Context: an optimization exercise on an open-source flow, tuned for a short achievable clock period and few clock cycles. The choices shown serve that exercise and are no tape-out recipe.
No functional check of the RTL was part of this run.
Power figures rest on the tool's default switching activity, not on a simulated workload.

### design.v
`default_nettype none
package mipsIsaPkg;
    typedef logic [32-1:0] wordT;
    typedef logic [5-1:0] regAddrT;
    typedef enum logic [5:0] {
        opSpecial = 6'h00,   
        opBeq     = 6'h04,
        opOri     = 6'h0d,
        opLui     = 6'h0f,
        opLw      = 6'h23,
        opSw      = 6'h2b
    } opcodeT;
    typedef enum logic [5:0] {
        fnAddu = 6'h21,
        fnSubu = 6'h23,
        fnAnd  = 6'h24,
        fnOr   = 6'h25,
        fnSlt  = 6'h2a
    } functT;
    typedef enum logic [2:0] {
        aluAdd,
        aluSub,
        aluAnd,
        aluOr,
        aluSlt,    
        aluPassB   
    } aluOpT;
endpackage
`default_nettype wire
`default_nettype none
package pipePkg;
    typedef enum logic [1:0] {
        wdNone = 2'd0,
        wdAlu  = 2'd1,
        wdMem  = 2'd2,
        wdExt  = 2'd3    
    } wdSrcT;
    typedef enum logic [1:0] {
        fwdReg   = 2'd0,   
        fwdFromE = 2'd1,
        fwdFromM = 2'd2,
        fwdFromW = 2'd3
    } fwdSelT;
    typedef logic [1:0] hazTimeT;
    localparam hazTimeT tUseBranch = 2'd0;
    localparam hazTimeT tUseAlu    = 2'd1;
    localparam hazTimeT tUseStore  = 2'd2;
    localparam hazTimeT tUseNone   = 2'd3;   
    localparam hazTimeT tNewNow  = 2'd0;
    localparam hazTimeT tNewAlu  = 2'd1;
    localparam hazTimeT tNewLoad = 2'd2;
endpackage
`default_nettype wire
`timescale 1ns/1ps
`default_nettype none
module mips (
    input  logic        clk,
    input  logic        rstN,
    output logic [31:0] instrAddr,
    input  logic [31:0] instrData,
    output logic [31:0] dataAddr,
    output logic [31:0] dataWdata,
    output logic        dataWe,
    input  logic [31:0] dataRdata,
    output logic        wbWe,
    output logic [4:0]  wbAddr,
    output logic [31:0] wbData,
    output logic [31:0] wbPc
);
    function automatic logic [31:0] ksAdd(input logic [31:0] x, input logic [31:0] y,
                                          input logic cin);
        logic [31:0] g, p, gg, pp, ng, np;
        g = x & y;
        p = x ^ y;
        gg = g;
        gg[0] = g[0] | (p[0] & cin);
        pp = p;
        for (int s = 1; s < 32; s = s * 2) begin
            ng = gg;
            np = pp;
            for (int i = s; i < 32; i++) begin
                ng[i] = gg[i] | (pp[i] & gg[i-s]);
                np[i] = pp[i] & pp[i-s];
            end
            gg = ng;
            pp = np;
        end
        ksAdd = p ^ {gg[30:0], cin};
    endfunction
    logic [31:0] pc;
    logic        dValid, stall;
    logic [31:0] dInstr, dPc;
    logic [31:0] dRsOh, dRtOh;
    logic        dIsR, dIsOri, dIsLui, dIsLw, dIsSw, dIsBeq, dWr, dPredT;
    logic        dSelAdd, dSelSub, dSelAnd, dSelOr, dSelSlt;
    logic [4:0]  dDest;
    logic [3:0]  dSa, dSb, dSs;
    logic        eValid, eWr, eIsLw, eIsSw, eIsBeq, ePredT;
    logic        eSelAdd, eSelSub, eSelAnd, eSelOr, eSelSlt;
    logic [4:0]  eDest;
    logic [31:0] eA, eB, eSd, ePc, eAlt;
    logic        mValid, mWr, mIsLw, mStore;
    logic [4:0]  mDest;
    logic [31:0] mRes, mAddr, mSd, mPc;
    logic        wWe;
    logic [4:0]  wDest;
    logic [31:0] wData, wOut, wPc;
    logic [31:1] wWeOh;
    logic [31:1] rfValid;                
    logic [31:0] regs [1:31];
    logic [5:0]  fOp, fFn;
    logic [4:0]  fRs, fRt, fRd, fDest;
    logic        fIsR, fIsOri, fIsLui, fIsLw, fIsSw, fIsBeq, fWr, fUseRs, fUseRt;
    assign fOp = instrData[31:26];
    assign fFn = instrData[5:0];
    assign fRs = instrData[25:21];
    assign fRt = instrData[20:16];
    assign fRd = instrData[15:11];
    assign fIsR   = (fOp == 6'h00) && (fFn == 6'h21 || fFn == 6'h23 || fFn == 6'h24 ||
                                       fFn == 6'h25 || fFn == 6'h2a);
    assign fIsOri = (fOp == 6'h0d);
    assign fIsLui = (fOp == 6'h0f);
    assign fIsLw  = (fOp == 6'h23);
    assign fIsSw  = (fOp == 6'h2b);
    assign fIsBeq = (fOp == 6'h04);
    assign fWr    = fIsR | fIsOri | fIsLui | fIsLw;
    assign fDest  = fIsR ? fRd : fRt;
    assign fUseRs = fIsR | fIsOri | fIsLw | fIsSw | fIsBeq;
    assign fUseRt = fIsR | fIsSw | fIsBeq;
    logic [4:0] nRs, nRt;
    logic       nLui, nImmB;
    logic       eHitRs, eHitRt, mHitRs, mHitRt, wHitRs, wHitRt;
    logic       dWrNz, eWrNz, mWrNz;
    assign nRs  = stall ? dInstr[25:21] : fRs;
    assign nRt  = stall ? dInstr[20:16] : fRt;
    assign nLui = stall ? dIsLui : fIsLui;
    assign nImmB = stall ? !(dIsR || dIsBeq) : !(fIsR || fIsBeq);
    assign dWrNz = dValid && dWr && (dDest != 5'd0);
    assign eWrNz = eValid && eWr && (eDest != 5'd0);
    assign mWrNz = mValid && mWr && (mDest != 5'd0);
    assign eHitRs = !stall && dWrNz && (dDest == fRs);
    assign eHitRt = !stall && dWrNz && (dDest == fRt);
    assign mHitRs = eWrNz && (eDest == nRs);
    assign mHitRt = eWrNz && (eDest == nRt);
    assign wHitRs = mWrNz && (mDest == nRs);
    assign wHitRt = mWrNz && (mDest == nRt);
    logic [3:0] nSa, nSb, nSs;
    assign nSs = eHitRt ? 4'b0001 : mHitRt ? 4'b0010 : wHitRt ? 4'b0100 : 4'b1000;
    assign nSa = nLui ? 4'b0000 : eHitRs ? 4'b0001 : mHitRs ? 4'b0010 : wHitRs ? 4'b0100 : 4'b1000;
    assign nSb = nImmB ? 4'b0000 : nSs;
    logic mispredict;
    logic nStall;
    assign nStall = !stall && !mispredict && dValid && dIsLw && (dDest != 5'd0) &&
                    ((fUseRs && fRs == dDest) || (fUseRt && fRt == dDest));
    logic [15:0] dImm;
    logic [31:0] dSext, dTarget, dSeq8, dImmVal;
    logic [31:0] rfA, rfB, mVal;
    assign dImm    = dInstr[15:0];
    assign dSext   = {{16{dImm[15]}}, dImm};
    assign dTarget = dPc + 32'd4 + {dSext[29:0], 2'b00};
    assign dSeq8   = dPc + 32'd8;
    assign dImmVal = dIsLui ? {dImm, 16'h0000} : dIsOri ? {16'h0000, dImm} : dSext;
    always_comb begin
        rfA = 32'd0;
        rfB = 32'd0;
        for (int i = 1; i < 32; i++) begin
            rfA = rfA | ({32{dRsOh[i] & rfValid[i]}} & regs[i]);
            rfB = rfB | ({32{dRtOh[i] & rfValid[i]}} & regs[i]);
        end
    end
    assign mVal = mIsLw ? dataRdata : mRes;
    logic [31:0] sum, diff, aluOut;
    logic        slt, eq;
    assign sum  = ksAdd(eA, eB, 1'b0);
    assign diff = ksAdd(eA, ~eB, 1'b1);
    assign slt  = (eA[31] ^ eB[31]) ? eA[31] : diff[31];
    assign aluOut = ({32{eSelAdd}} & sum) | ({32{eSelSub}} & diff) |
                    ({32{eSelAnd}} & (eA & eB)) | ({32{eSelOr}} & (eA | eB)) |
                    {31'd0, eSelSlt & slt};
    assign eq   = (eA == eB);
    assign mispredict = eValid && eIsBeq && (eq != ePredT);
    assign instrAddr = pc;
    always_ff @(posedge clk or negedge rstN) begin
        if (!rstN) begin
            pc <= 32'h0000_3000;
        end else if (mispredict) begin
            pc <= eAlt;
        end else if (!stall) begin
            pc <= (dValid && dIsBeq && dPredT) ? dTarget : pc + 32'd4;
        end
    end
    always_ff @(posedge clk or negedge rstN) begin
        if (!rstN) begin
            dValid <= 1'b0;
            stall  <= 1'b0;
            dSa    <= 4'b0000;
            dSb    <= 4'b0000;
            dSs    <= 4'b0000;
        end else begin
            if (mispredict) begin
                dValid <= 1'b0;
            end else if (!stall) begin
                dValid <= 1'b1;
            end
            stall <= nStall;
            dSa   <= nSa;
            dSb   <= nSb;
            dSs   <= nSs;
        end
    end
    always_ff @(posedge clk) begin
        if (!stall) begin
            dInstr  <= instrData;
            dPc     <= pc;
            dIsR    <= fIsR;
            dIsOri  <= fIsOri;
            dIsLui  <= fIsLui;
            dIsLw   <= fIsLw;
            dIsSw   <= fIsSw;
            dIsBeq  <= fIsBeq;
            dWr     <= fWr;
            dDest   <= fDest;
            dPredT  <= instrData[15] || (fRs == fRt);
            dSelAdd <= (fIsR && fFn == 6'h21) || fIsLw || fIsSw;
            dSelSub <= fIsR && fFn == 6'h23;
            dSelAnd <= fIsR && fFn == 6'h24;
            dSelOr  <= (fIsR && fFn == 6'h25) || fIsOri || fIsLui;
            dSelSlt <= fIsR && fFn == 6'h2a;
            for (int i = 0; i < 32; i++) begin
                dRsOh[i] <= (fRs == 5'(i));
                dRtOh[i] <= (fRt == 5'(i));
            end
        end
    end
    always_ff @(posedge clk or negedge rstN) begin
        if (!rstN) begin
            eValid <= 1'b0;
        end else begin
            eValid <= dValid && !stall;
        end
    end
    always_ff @(posedge clk) begin
        eWr     <= dWr;
        eIsLw   <= dIsLw;
        eIsSw   <= dIsSw;
        eIsBeq  <= dIsBeq;
        ePredT  <= dPredT;
        eDest   <= dDest;
        eSelAdd <= dSelAdd;
        eSelSub <= dSelSub;
        eSelAnd <= dSelAnd;
        eSelOr  <= dSelOr;
        eSelSlt <= dSelSlt;
        eA      <= ({32{dSa[0]}} & aluOut) | ({32{dSa[1]}} & mVal) |
                   ({32{dSa[2]}} & wData)  | ({32{dSa[3]}} & rfA);
        eB      <= ({32{dSb[0]}} & aluOut) | ({32{dSb[1]}} & mVal) |
                   ({32{dSb[2]}} & wData)  | ({32{dSb[3]}} & rfB) |
                   ({32{!(dIsR || dIsBeq)}} & dImmVal);
        eSd     <= ({32{dSs[0]}} & aluOut) | ({32{dSs[1]}} & mVal) |
                   ({32{dSs[2]}} & wData)  | ({32{dSs[3]}} & rfB);
        ePc     <= dPc;
        eAlt    <= dPredT ? dSeq8 : dTarget;
    end
    always_ff @(posedge clk or negedge rstN) begin
        if (!rstN) begin
            mValid <= 1'b0;
            mStore <= 1'b0;
        end else begin
            mValid <= eValid;
            mStore <= eValid && eIsSw;
        end
    end
    always_ff @(posedge clk) begin
        mWr   <= eWr;
        mIsLw <= eIsLw;
        mDest <= eDest;
        mRes  <= aluOut;
        mPc   <= ePc;
        if (eIsLw || eIsSw) mAddr <= aluOut;
        if (eIsSw)          mSd   <= eSd;
    end
    assign dataAddr  = mAddr;
    assign dataWdata = mSd;
    assign dataWe    = mStore;
    always_ff @(posedge clk or negedge rstN) begin
        if (!rstN) begin
            wWe   <= 1'b0;
            wWeOh <= '0;
        end else begin
            wWe <= mValid && mWr;
            for (int i = 1; i < 32; i++) wWeOh[i] <= mWrNz && (mDest == 5'(i));
        end
    end
    always_ff @(posedge clk) begin
        wDest <= mDest;
        wData <= mVal;
        if (mWr) begin
            wOut <= mVal;
            wPc  <= mPc;
        end
    end
    assign wbWe   = wWe;
    assign wbAddr = wDest;
    assign wbData = wOut;
    assign wbPc   = wPc;
    always_ff @(posedge clk or negedge rstN) begin
        if (!rstN) begin
            rfValid <= '0;
        end else begin
            rfValid <= rfValid | wWeOh;
        end
    end
    always_ff @(posedge clk) begin
        for (int i = 1; i < 32; i++) begin
            if (wWeOh[i]) regs[i] <= wData;
        end
    end
endmodule
`default_nettype wire
### flow/run.sh
#!/bin/bash
# The standard layout (standard.sh), with two changes to synthesis only:
# Yosys's full/half-adder extraction is off, and ABC maps the logic with the
# delay-oriented script flow/fast.abc instead of ORFS's abc_speed.script.
# Flip-flops are mapped before ABC runs, so registers, their names and their
# cells are those of the standard synthesis.
set -euo pipefail
W=$PWD
sed 's#^  log_cmd abc {\*}\$abc_args#  set abc_args [lreplace $abc_args 1 1 '"$W"'/flow/fast.abc]\n&#' \
    "$FLOW_HOME/scripts/synth.tcl" > "$W/synth_core.tcl"
grep -q "flow/fast.abc" "$W/synth_core.tcl"
sed "s#\$::env(SCRIPTS_DIR)/synth.tcl#$W/synth_core.tcl#" "$W/synth_recipe.tcl" > "$W/synth_fast.tcl"
sed "s#SYNTH_SCRIPT=[^ ]*#SYNTH_SCRIPT=$W/synth_fast.tcl#" "$W/standard.sh" > "$W/standard_fast.sh"
grep -q "synth_fast.tcl" "$W/standard_fast.sh"
export ADDER_MAP_FILE=
bash "$W/standard_fast.sh" finish > "$W/flow.log" 2>&1
### flow/fast.abc
strash
&get -n
&st
&synch2
&if -g
&st
&dch -f
&nf -p {D}
&put
buffer -p
upsize {D}
dnsize {D}
### standard.sh
#!/bin/bash
# synth_recipe.tcl (not shown) runs the flow's synth.tcl, then flattens the netlist and writes it again
# the make line also repeats each setting of config.mk as NAME=value (left out here)
make -C /OpenROAD-flow-scripts/flow DESIGN_CONFIG=/design/flow/config.mk WORK_HOME=/design/flow/orfs CLKGATE_MAP_FILE= SYNTH_SCRIPT=/design/flow/synth_recipe.tcl "${@:-finish}"
### config.mk
export PLATFORM = sky130hd
export DESIGN_NAME = mips
export DESIGN_NICKNAME = mips
export VERILOG_FILES = /design/flow/design.v
export SDC_FILE = /design/flow/constraint.sdc
export NUM_CORES = 8
export LEC_CHECK = 0
export ABC_CLOCK_PERIOD_IN_PS = 2000
export CAP_MARGIN = 20
export CORE_MARGIN = 2
export CORE_UTILIZATION = 40
export SETUP_SLACK_MARGIN = 5
export SLEW_MARGIN = 20
### constraint.sdc
create_clock -name core_clock -period 8.0 [get_ports {clk}]
set_input_delay 1.6000 -clock core_clock [delete_from_list [all_inputs] [get_ports {clk}]]
set_output_delay 1.6000 -clock core_clock [all_outputs]
set_load 0.01 [all_outputs]
==> implementation parameters <==
Parameter                              Value

Final layout
  Synthesis-to-layout area growth ... 19.6%
  Post-layout instance area ... about 83000 um2
  Most flop-heavy register ... regs
  Ratio of cells with drive above 1 in the final layout ... roughly 20%
  Fin nets ... between 5000 and 6000
  Max FFs per register ... 992
  Number of inserted filler cells in the final layout ... between 10000 and 15000

Setup path
  Depth of the worst register-to-register path ... 12
  Flop-to-flop setup slack ... approximately 4.7 ns
  Critical R2R Capture ... eA[5]$_DFF_P_
  Crit path capture type ... register
  Max stage delay cell, worst path ... a2111oi_4
  Worst Path Required ... 8.68 ns
  Max Fanout on Critical Path ... 7
  Stage delay of the slowest cell on the critical path ... between 0.4 and 0.5 ns
  Beginning of the critical path ... rfValid[16]$_DFF_PN0_
  CP Cell Sequence ... and2_4 -> buf_12 -> buf_12 -> buf_4 -> buf_4 -> a22o_1 -> a21oi_1 -> nand4_1 -> a2111oi_4 -> nand4_1 -> a222oi_1 -> nand2_1
  Startpoint type of the worst setup path ... register
  WP data arrival ... ~4 ns
  Worst flop-to-flop path startpoint ... rfValid[16]$_DFF_PN0_
  End of the critical path ... eA[5]$_DFF_P_
  Critical setup path kind ... reg2reg

STA
  Clock period minus worst slack ... 3.30 ns
  Final number of max-transition violations ... 0
  Worst hold slack after final layout ... between 0.3 and 0.4 ns
  Tightest Pin Transition ... between 1 and 1.5 ns
  Final hold vios ... 0
  Unrepaired setup endpoints after global routing ... true
  Setup clock skew after layout ... between 0.03 and 0.04 ns
  Headroom to the max-slew limit ... between 10% and 20%
  Timing-limited maximum frequency ... 0.303 GHz
  Total of endpoints with negative setup slack in the final report ... 0
  Share of the cycle needed by the critical path after routing ... just over 40%
  Total Neg Setup Slack ... 0 ns

Yosys
  Post-synth ARST share ... a little under 7%
  Synth Instances ... roughly 5300
  Distinct cell type count after synthesis ... roughly 110
  Yosys warnings ... 2
  Area share of and/or/nand/nor cells after synthesis ... around a tenth
  Syn Nets ... about 5400
  Post-Synth XOR/XNOR Area ... under 10%
  Portion of netlist area occupied by mux cells ... less than 1%
  Compound-gate portion of the synthesized area ... about 17%
  Sequential-to-total area share from yosys stat ... between 60% and 70%
  Most used flip-flop cell after synthesis ... edfxtp_1
  Largest family of logic cells by synthesized area ... compound AO/OA/AOI/OAI gates
  Area of the mapped netlist ... roughly 70000 um2
  Avg Inst Size Synth ... around 13 um2
  Flip-flop and latch count after synthesis ... approximately 1700
  EDFF count, synth ... 1257
  Adder-cell share of the synthesized area ... less than 1%

Clocking
  TritonCTS clock tree ... built
  Clock network latency to the later pin of the worst-skew pair ... around 0.8 ns
  Reg clk slew, reported paths ... approximately 0.060 ns
  Sink Count ... 1651
  Number of buffers inserted during clock tree synthesis ... roughly 170
  Root buffer cell ... clkbuf_16
  Hold bufs inserted after CTS ... 0
  Max clock buf depth ... 3
  # H-tree levels ... 4

Flow run
  Max capacitance violation total ... 0

Route
  Vias after detailed routing ... 53300
  Routed WL ... approximately 260000 um
  Initial DRT Pass Iterations ... 14
  Post-DR wirelength/cell ... around 32 um
  Number of DRC violations after detailed-routing iteration 0 ... ~10000
  Final antenna-violating net count ... 0
  Number of remaining DRC errors ... 0
  Vias per Instance ... approximately 6.6

Power and ir drop
  Power per cell area ... 243 nW/um2
  Peak ir drop on the vdd network ... 0.000196 V
  Static Leakage ... a little under 30 nW

Global route
  Maximum number of pins on one net before global-route repair ... between 70 and 80
  First-pass GRT wire length ... ~360000 um
  Initial antenna violation count ... 5
  Total routing resource utilization after global routing ... between 20% and 30%
  Number of global-route vias before repair ... roughly 50000
  Remaining Overflow, GRT ... 0

Hold path
  Worst min-delay path category ... reg2reg
  Critical hold path startpoint ... ePc[18]$_DFF_P_

Floorplanning
  Placement Rows ... about 150
  Starting utilization of the core area ... about two fifths
  I/O pin total ... 233
  Height of the chip ... ~420 um
  Std-Cell Core Area ... between 150000 and 200000 um2
  DIE WIDTH ... 421 um
  Die Outline Area ... around 180000 um2

Outcome
  Result of the run ... no timing/DRC/antenna violations

Place
  Detail Placement HPWL ... 163000 um
  Placement-stage cell area ... between 70000 and 80000 um2
  I/O Buffers ... approximately 230
  Routability-driven placement congestion ratio ... between 0.9 and 1
cell type report:
cell class	count	area [um2]	share of cell area [%]
antenna	1	2.50	0.00301
tap	2310	2890	3.48
multi-input combinational	3295	23600	28.4
sequential	1651	46300	55.8
timing repair buffer	538	4630	5.58
inverter	22	86.3	0.104
clock buffer	205	4480	5.39
clock inverter	107	1050	1.26
where the power goes:
part / switching [mW] / internal, mW / total (mW)
combinational: 1.29 / 0.924 / 2.21
sequential: 0.403 / 9.62 / 10.0
clock: 3.43 / 4.49 / 7.93
total: 5.12 / 15.0 / 20.2
timing repair:
| item | CTS | global route |
|---|---|---|
| pin swaps | 71 | 111 |
| endpoints found under the setup margin | 342 | 189 |
| cloned | 2 | 9 |
| gates resized for setup | 944 | 225 |
| setup buffers | 84 | 71 |
routing by layer:
layer,routed length [um],GRT usage [%]
met5,7,0
met4,14300,13.7
met3,32100,6.09
met2,115000,42.4
met1,101000,39.3
cell usage in the layout (no fill, tap or decap), drive strengths merged, types with 14 or more instances in the layout:
master | netlist | layout
xor2 | 98 | 98
buf | 52 | 464
nor3 | 56 | 56
or4 | 23 | 23
and2 | 120 | 120
clkinv | 0 | 80
nor2 | 265 | 265
clkdlybuf4s50 | 0 | 59
nand3 | 203 | 203
edfxtp | 1257 | 1257
and3 | 17 | 17
xnor2 | 125 | 127
a31oi | 71 | 71
mux2i | 17 | 17
a22oi | 354 | 354
clkbuf | 272 | 212
nand2 | 462 | 462
a21o | 16 | 16
a222oi | 333 | 333
a2111oi | 14 | 14
inv | 22 | 29
a221o | 24 | 24
dfrtp | 110 | 110
o21ai | 164 | 164
dfxtp | 282 | 282
o21a | 15 | 15
nor4 | 21 | 21
mux2 | 37 | 37
nand4 | 146 | 146
o22ai | 19 | 19
or2 | 43 | 43
a21oi | 162 | 162
o211ai | 19 | 19
a211oi | 17 | 17
nand2b | 43 | 43
a22o | 119 | 119
nor2b | 36 | 36
a221oi | 97 | 97
bufinv | 0 | 15
stage by stage:
step                cells  utilization [%]  total power, mW  setup slack [ns]
floorplan            5290                -             11.2              4.53
global placement     7648             43.3             12.0              3.68
detailed placement   7649             43.3             12.0              3.67
CTS                  8047             47.2             20.0              4.87
global route         8128             48.2             20.8              4.77
finish               8129             48.2             20.2              4.70
kinds of logic (layout without fill, tap and decap cells):
logic type | after synthesis | in the layout
flops | 1651 | 1651
other cells | 0 | 1
buf+inv | 346 | 872
compound gates | 1521 | 1521
simple gates | 1494 | 1494
fa+ha+maj | 1 | 1
mux | 54 | 54
xor+xnor | 223 | 225
cell usage after synthesis (120+ instances only):
master	count	area share, %
clkbuf_1	270	1.5
xnor2_1	120	1.5
a222oi_1	333	4.8
nor2_1	264	1.4
nand2_1	462	2.5
a21oi_1	159	1.1
o21ai_0	159	1.1
nand4_1	146	1.3
nand3_1	202	1.5
a22oi_1	354	3.8
edfxtp_1	1257	54
dfxtp_1	282	8.1
how the worst min path moves through the flow:
stage          slack (ns)              end  depth (start not counted)
2_1_floorplan        0.31  mPc[10]$_DFF_P_                          0
3_3_place_gp         0.31  mPc[18]$_DFF_P_                          0
3_5_place_dp         0.31  mPc[22]$_DFF_P_                          0
4_1_cts              0.33  mPc[18]$_DFF_P_                          0
5_1_grt              0.33  mPc[17]$_DFF_P_                          0
6_report             0.33  mPc[18]$_DFF_P_                          0
critical path, delay by kind of cell (launching register included):
family / cells / cell delay, ns
buf+inv: 4 / 0.56
flops: 1 / 0.38
compound gates: 4 / 1.27
simple gates: 4 / 0.96

static timing again, ports no longer ideal:
The results above use ideal ports. As a check the final layout listed here was re-extracted and re-timed, cells and wires unchanged. Step 1 sets driving cells, clkbuf_16 on the clock port and buf_2 on the other inputs (assumed; they add their load-dependent delay and slew). Step 2 adds t to the input delays and takes it off the output delays; t is the mean of the earliest and latest rising clock arrival at the registers after step 1. Input paths then give back, and output paths get back, about the clock's delay inside the block. a / b / c = ideal ports / drivers / drivers and shift; a / b = the first two.
t, ns: 0.893
setup slack, ns: 4.697 / 4.697 / 4.191
hold WS [ns]: 0.327 / 0.327 / 0.327
worst setup path at the end: input to register
worst data-port slew with drivers (ns): 0.09
After both steps setup and hold are still met in this run. For this run, drivers alone change the setup slack by 0.000 ns; drivers and shift together by -0.506 ns.
